Background: an optimization exercise with open tools, aiming at small area, a short achievable clock period and few clock cycles per item. Do not read the settings as production practice. In this exercise RTL edits were held to simulation tests only and were not proved equivalent to the original. Power is estimated from default activity; no workload was simulated.

lane 1:
## cache_top
module cache_top (
  input  wire          clk,
  input  wire          reset,
  input  wire          cachereq_val,
  output wire          cachereq_rdy,
  input  wire  [2:0]   cachereq_type,
  input  wire  [31:0]  cachereq_addr,
  input  wire  [31:0]  cachereq_data,
  output wire          cacheresp_val,
  input  wire          cacheresp_rdy,
  output wire  [2:0]   cacheresp_type,
  output wire  [31:0]  cacheresp_data,
  output wire          memreq_val,
  input  wire          memreq_rdy,
  output wire          memreq_type,
  output wire  [31:0]  memreq_addr,
  output wire  [127:0] memreq_data,
  input  wire          memresp_val,
  output wire          memresp_rdy,
  input  wire  [127:0] memresp_data
);
export LEC_CHECK = 0
export ABC_CLOCK_PERIOD_IN_PS = 3200
export CAP_MARGIN = 20
export CORE_MARGIN = 2
export CORE_UTILIZATION = 50
export CTS_CLUSTER_DIAMETER = 70
export CTS_CLUSTER_SIZE = 20
export PLACE_DENSITY = 0.6
export SETUP_SLACK_MARGIN = 4.2
export SLEW_MARGIN = 20
create_clock -name core_clock -period 7.5 [get_ports {clk}]
standard.sh (not shown) runs the stock make flow with config.mk's settings and CLKGATE_MAP_FILE= SYNTH_SCRIPT=/design/flow/synth_recipe.tcl, a recipe that flattens the netlist after the stock synthesis.
==> flow/flow/run.sh <==
#!/bin/bash
# The standard layout, with the port buffers that buffer_ports inserts made
# plain buffers (buf_4) instead of the default delay cells, so that the
# fixed input and output delays are not lengthened by slow port buffers.
set -euo pipefail
export BUFFER_PORTS_ARGS="-buffer_cell sky130_fd_sc_hd__buf_4"
bash standard.sh > flow_make.log 2>&1
Testbench counts of lane 1, summed over its fixed seeds: cycles 15,722, requests 12,000.
What lane 2 does differently from lane 1 at the input level:
-- flow/design.v --
<<< lane 1, line 21
  input  wire  [127:0] memresp_data
);
  localparam int N = 10;
  localparam logic [2:0] T_READ  = 3'd0;
  localparam logic [2:0] T_WRITE = 3'd1;
>>> lane 2, line 21
  input  wire  [127:0] memresp_data
);
  localparam int N = 9;
  localparam logic [2:0] T_READ  = 3'd0;
  localparam logic [2:0] T_WRITE = 3'd1;
==> notes.md <==
Lane 2: all stages complete, timing, DRC and antenna checks passed
From lane 1 to lane 2 the numbers moved as follows: routed wire length decreased 6.9%, share of total power in combinational logic decreased 1.2 points.
Between lane 2 and lane 1, area overhead of the layout relative to synthesis is higher for lane 1, lane 2 comes in under that.
Layout inverter count without the clock tree in lane 2 is 13% above lane 1.
Against lane 1 as the reference, lane 2 delivers a lower post-CTS setup buffer count.
The amount of wire on met2 after detailed routing of lane 2 is lower than that of lane 1.
Lane 1 leaves more setup margin than lane 2.
As far as final-report hold violation count goes, lane 1 and lane 2 are indistinguishable; the numbers are identical.
Number of iterations in the first detailed-routing pass: lane 2 vs lane 1 up 2
Of the two values seen for cell with the largest stage delay on the worst path, nor4_4 was produced by lane 1 and edfxtp_1 by lane 2.
Sort lane 2 and lane 1 by total via count in the routed design desc -> top: lane 1
Going from lane 1 to lane 2, final standard cell area without fillers now smaller, number of distinct library cells after synthesis now larger, sequential share of layout area comparable.
Testbench counts of lane 2, summed over its fixed seeds: cycles 16,345, requests 12,000.

* * *

cache_top, a different RTL version from the one above (not shown whole).
For scale: roughly 5,700 cells after synthesis, ~2,100 flip-flops, roughly 400 I/O pins.
// cache_top
module cache_top (
  input  wire          clk,
  input  wire          reset,
  input  wire          cachereq_val,
  output wire          cachereq_rdy,
  input  wire  [2:0]   cachereq_type,
  input  wire  [31:0]  cachereq_addr,
  input  wire  [31:0]  cachereq_data,
  output wire          cacheresp_val,
  input  wire          cacheresp_rdy,
  output wire  [2:0]   cacheresp_type,
  output wire  [31:0]  cacheresp_data,
  output wire          memreq_val,
  input  wire          memreq_rdy,
  output wire          memreq_type,
  output wire  [31:0]  memreq_addr,
  output wire  [127:0] memreq_data,
  input  wire          memresp_val,
  output wire          memresp_rdy,
  input  wire  [127:0] memresp_data
);
clock: 7.5 ns
lec_check: 0
abc_clock_period_in_ps: 3200
cap_margin: 20
core_margin: 2
core_utilization: 50
cts_cluster_diameter: 70
cts_cluster_size: 20
place_density: 0.6
setup_slack_margin: 4.2
slew_margin: 20
Scripts as last shown in full above: flow/flow/run.sh
Testbench counts at the start, summed over its fixed seeds: cycles 15,722, requests 12,000.
Edit:
--- a/flow/design.v
+++ b/flow/design.v
@@ -15,17 +15,17 @@
   input  wire          memreq_rdy,
   output wire          memreq_type,
   output wire  [31:0]  memreq_addr,
   output wire  [127:0] memreq_data,
   input  wire          memresp_val,
   output wire          memresp_rdy,
   input  wire  [127:0] memresp_data
 );
-  localparam int N = 10;
+  localparam int N = 9;
   localparam logic [2:0] T_READ  = 3'd0;
   localparam logic [2:0] T_WRITE = 3'd1;
   localparam logic [2:0] T_INIT  = 3'd2;
   localparam logic [2:0] T_ADD   = 3'd3;
   localparam logic [2:0] T_AND   = 3'd4;
   localparam logic [2:0] T_OR    = 3'd5;
   localparam logic [1:0] M_IDLE    = 2'd0;
   localparam logic [1:0] M_RD_WAIT = 2'd1;
=> The new run passed the timing, DRC and antenna checks. Register-to-register slack improved by 0.42 ns. Wire length goes down by about a fifth. Cell count goes down by a little under a tenth. Design area goes down by a little under a tenth. Area after synthesis goes down by a little under a tenth. Via count goes down by roughly a tenth. Global-route usage goes down by 4.0 points. Setup slack improved by 0.42 ns.
Testbench counts after the change, summed over its fixed seeds: cycles 16,345, requests 12,000.

## port drivers added, routing unchanged
How much do the figures lean on ideal ports? The routed layouts below were timed once more, with nothing changed but the port constraints.
Step 1: set_driving_cell puts a clkbuf_16 on clk and a buf_2 on each other input, an assumption about the parent block.
Step 2 also shifts input and output timing later by t, the mid clock arrival at the registers, as if the neighbouring blocks saw the same clock.
Three values: ideal, step 1, step 2; two values: the first two.
run	shift t [ns]	slack for setup (ns)	latest minus earliest clock arrival (ns)
lane 1	0.899	3.961 / 3.961 / 3.148	0.046 / 0.046
lane 2	0.887	3.847 / 3.847 / 3.069	0.055 / 0.055
the first run of note 2	0.928	3.474 / 3.474 / 2.885	0.041 / 0.041
the second run of note 2	0.889	3.894 / 3.851 / 3.079	0.034 / 0.034
After both steps setup and hold are still met in every run listed. The setup slack of the second run of note 2, which loses most, moves by -0.043 ns with the drivers and by -0.815 ns with both steps.
